Context: an optimization exercise on an open-source flow, tuned for small area, a short achievable clock period and few clock cycles per item. The choices shown serve that exercise and are no tape-out recipe.
In this exercise RTL edits were held to simulation tests only and were not proved equivalent to the original.

Design pow_stream, start of the top module:
module pow_stream #(
  parameter int DATA_W = 32,
  parameter int EXP_W  = 3,
  parameter int ID_W   = 1
) (
  input  logic              clk,
  input  logic              aresetn,
  input  logic              s_tvalid,
  output logic              s_tready,
  input  logic [DATA_W-1:0] s_tdata,
  input  logic [EXP_W-1:0]  s_texp,
  input  logic [ID_W-1:0]   s_tid,
  input  logic              s_tlast,
  output logic              m_tvalid,
  input  logic              m_tready,
  output logic [DATA_W-1:0] m_tdata,
  output logic [ID_W-1:0]   m_tid,
  output logic              m_tlast,
  output logic              m_tovf
);
  logic              r_busy;
  logic [1:0]        r_ops;     
  logic [3:0]        r_sel;     
  logic [DATA_W-1:0] r_p;
  logic [DATA_W-1:0] r_x;
  logic [ID_W-1:0]   r_id;
  logic              r_last;
  logic              o_v;
  logic [DATA_W-1:0] o_data;
  logic [ID_W-1:0]   o_id;
  logic              o_last;
  logic              w_out_free;
  logic              w_done;
  logic              w_step;
  logic              w_take;
  logic [DATA_W-1:0] w_prod;
  logic [1:0]        w_ops;
  logic [3:0]        w_sel;
  logic [DATA_W-1:0] mm_a, mm_b, mm_y;
  logic mm_n0;
  logic mm_n1;
  logic mm_n2;
  logic mm_n3;
  logic mm_n4;
  logic mm_n5;
  logic mm_n6;
  logic mm_n7;
  logic mm_n8;
  logic mm_n9;
  logic mm_n10;
  logic mm_n11;
  logic mm_n12;
  logic mm_n13;
  logic mm_n14;
  logic mm_n15;
  logic mm_n16;
  logic mm_n17;
  logic mm_n18;
  logic mm_n19;
  logic mm_n20;
  logic mm_n21;
  logic mm_n22;
  logic mm_n23;
  logic mm_n24;
  logic mm_n25;
  logic mm_n26;
  logic mm_n27;
  logic mm_n28;
  logic mm_n29;
  logic mm_n30;
  logic mm_n31;
  logic mm_n32;
  logic mm_n33;
  logic mm_n34;
  logic mm_n35;
  logic mm_n36;
  logic mm_n37;
  logic mm_n38;
  logic mm_n39;
  logic mm_n40;
  logic mm_n41;
  logic mm_n42;
  logic mm_n43;
  logic mm_n44;
  logic mm_n45;
  logic mm_n46;
  logic mm_n47;
  logic mm_n48;
  logic mm_n49;
  logic mm_n50;
  ...
Size: roughly 1,800 cells after synthesis, about 110 flip-flops, ~78 I/O pins, ~18,000 um2 of cells after synthesis.
clock: 7.6 ns
lec_check: 0
cap_margin: 20
core_margin: 2
core_utilization: 40
setup_slack_margin: 2.0
slew_margin: 20
tns_end_percent: 0
run.sh (not shown) runs the stock make flow with config.mk's settings and CLKGATE_MAP_FILE= SYNTH_SCRIPT=/design/flow/synth_recipe.tcl, a recipe that flattens the netlist after the stock synthesis.
Testbench counts at the start, summed over its fixed seeds: cycles 16,916, items 8,000.
Edit:
--- a/flow/config.mk
+++ b/flow/config.mk
@@ -9,5 +9,5 @@
 export CORE_MARGIN = 2
 export CORE_UTILIZATION = 40
-export SETUP_SLACK_MARGIN = 2.0
+export SETUP_SLACK_MARGIN = 1.5
 export SLEW_MARGIN = 20
 export TNS_END_PERCENT = 0
=> The changed run finished clean; sequential share of layout area does not change; design area stays the same; via count does not change.

Setup of try-garnet:
Another version of the RTL of pow_stream (not shown whole).
Size in the first run: ~2400 cells after synthesis, about 320 flip-flops, ~78 I/O pins.
make LEC_CHECK=0 CAP_MARGIN=20 CORE_MARGIN=2 CORE_UTILIZATION=40 SETUP_SLACK_MARGIN=4.0 SLEW_MARGIN=20 TNS_END_PERCENT=0 finish   # period 7.6 ns
Testbench counts of try-garnet, summed over its fixed seeds: cycles 18,241, items 8,000.
Relative to try-garnet, the following input files were edited for try-harbor:
Settings: SETUP_SLACK_MARGIN: 4.0 -> 4.5; CORE_UTILIZATION: 40 -> 55.
==> comparison <==
Delta (try-harbor minus try-garnet): clock-pin slew on the worst setup and hold paths has remained practically unchanged; routed wire length has decreased; maximum clock skew at final layout has remained practically unchanged.
Compare try-garnet and try-harbor | vertical die dimension lower: try-harbor
[inputs] try-tundra vs try-harbor
Settings: SETUP_SLACK_MARGIN now 3.0, was 4.5; CORE_UTILIZATION now 40, was 55.
## What came out
- Via count was lower in the run labelled try-tundra.
- Diff try-harbor -> try-tundra | horizontal die dimension | up by more than 10%
- Setup slack: try-tundra less than try-harbor
- Non-clock buffer count was lower in try-tundra than in try-harbor.
Relative to try-tundra, the following input files were edited for try-indigo:
Settings: swapping 3.0 for 4.5 in SETUP_SLACK_MARGIN; putting PLACE_DENSITY at 0.75 where nothing was set.
==> comparison <==
- try-indigo: no failed stages, no open violations at the end
- | number of resized instances in the post-cts repair step | try-indigo vs try-tundra | 192 higher |
- [try-indigo] count of non-filler cells in the finished layout rose 3.1% relative to try-tundra
- Share of cell area taken by multi-input logic gates (lower): try-indigo
- Summary of try-indigo over try-tundra: instance area after placement increased by about 0.9% relative to the old numbers, growth of design area from synthesis to finish +9.2 points.

what the ideal ports hide:
In the flow no input, the clock included, has a driving cell. The finished layouts below were timed again as built, in two steps.
Step 1 (the two cells are an assumption about what drives the block):
set clk [get_ports {clk}]
set_driving_cell -lib_cell sky130_fd_sc_hd__clkbuf_16 $clk
set_driving_cell -lib_cell sky130_fd_sc_hd__buf_2 [delete_from_list [all_inputs] $clk]
Step 2 times the ports against the registers' clock, not the clock port: input delays grow and output delays shrink by t, the midpoint of the rising clock arrivals with the driver on.
a / b / c = no drivers / after step 1 / after step 2; a / b = the first two.
| run | shift t [ns] | slack for setup (ns) | worst hold slack (ns) | worst setup path after step 2 | worst register clock-pin slew, ns |
|---|---|---|---|---|---|
| the first run of note 1 | 0.447 | 0.889 / 0.889 / 0.889 | 0.427 / 0.427 / 0.427 | register to register | 0.08 / 0.08 |
| the second run of note 1 | 0.447 | 0.889 / 0.889 / 0.889 | 0.427 / 0.427 / 0.427 | register to register | 0.08 / 0.08 |
| try-garnet | 0.623 | 3.541 / 3.541 / 3.173 | 0.319 / 0.319 / 0.319 | input to register | 0.07 / 0.07 |
| try-harbor | 0.625 | 3.521 / 3.521 / 3.167 | 0.306 / 0.306 / 0.306 | input to register | 0.07 / 0.07 |
| try-tundra | 0.582 | 2.921 / 2.921 / 2.921 | 0.296 / 0.296 / 0.296 | register to register | 0.08 / 0.08 |
| try-indigo | 0.617 | 3.536 / 3.536 / 3.301 | 0.327 / 0.327 / 0.327 | input to register | 0.07 / 0.07 |
After both steps setup and hold are still met in every run listed. The setup slack of try-garnet, which loses most, moves by 0.000 ns with the drivers and by -0.368 ns with both steps.
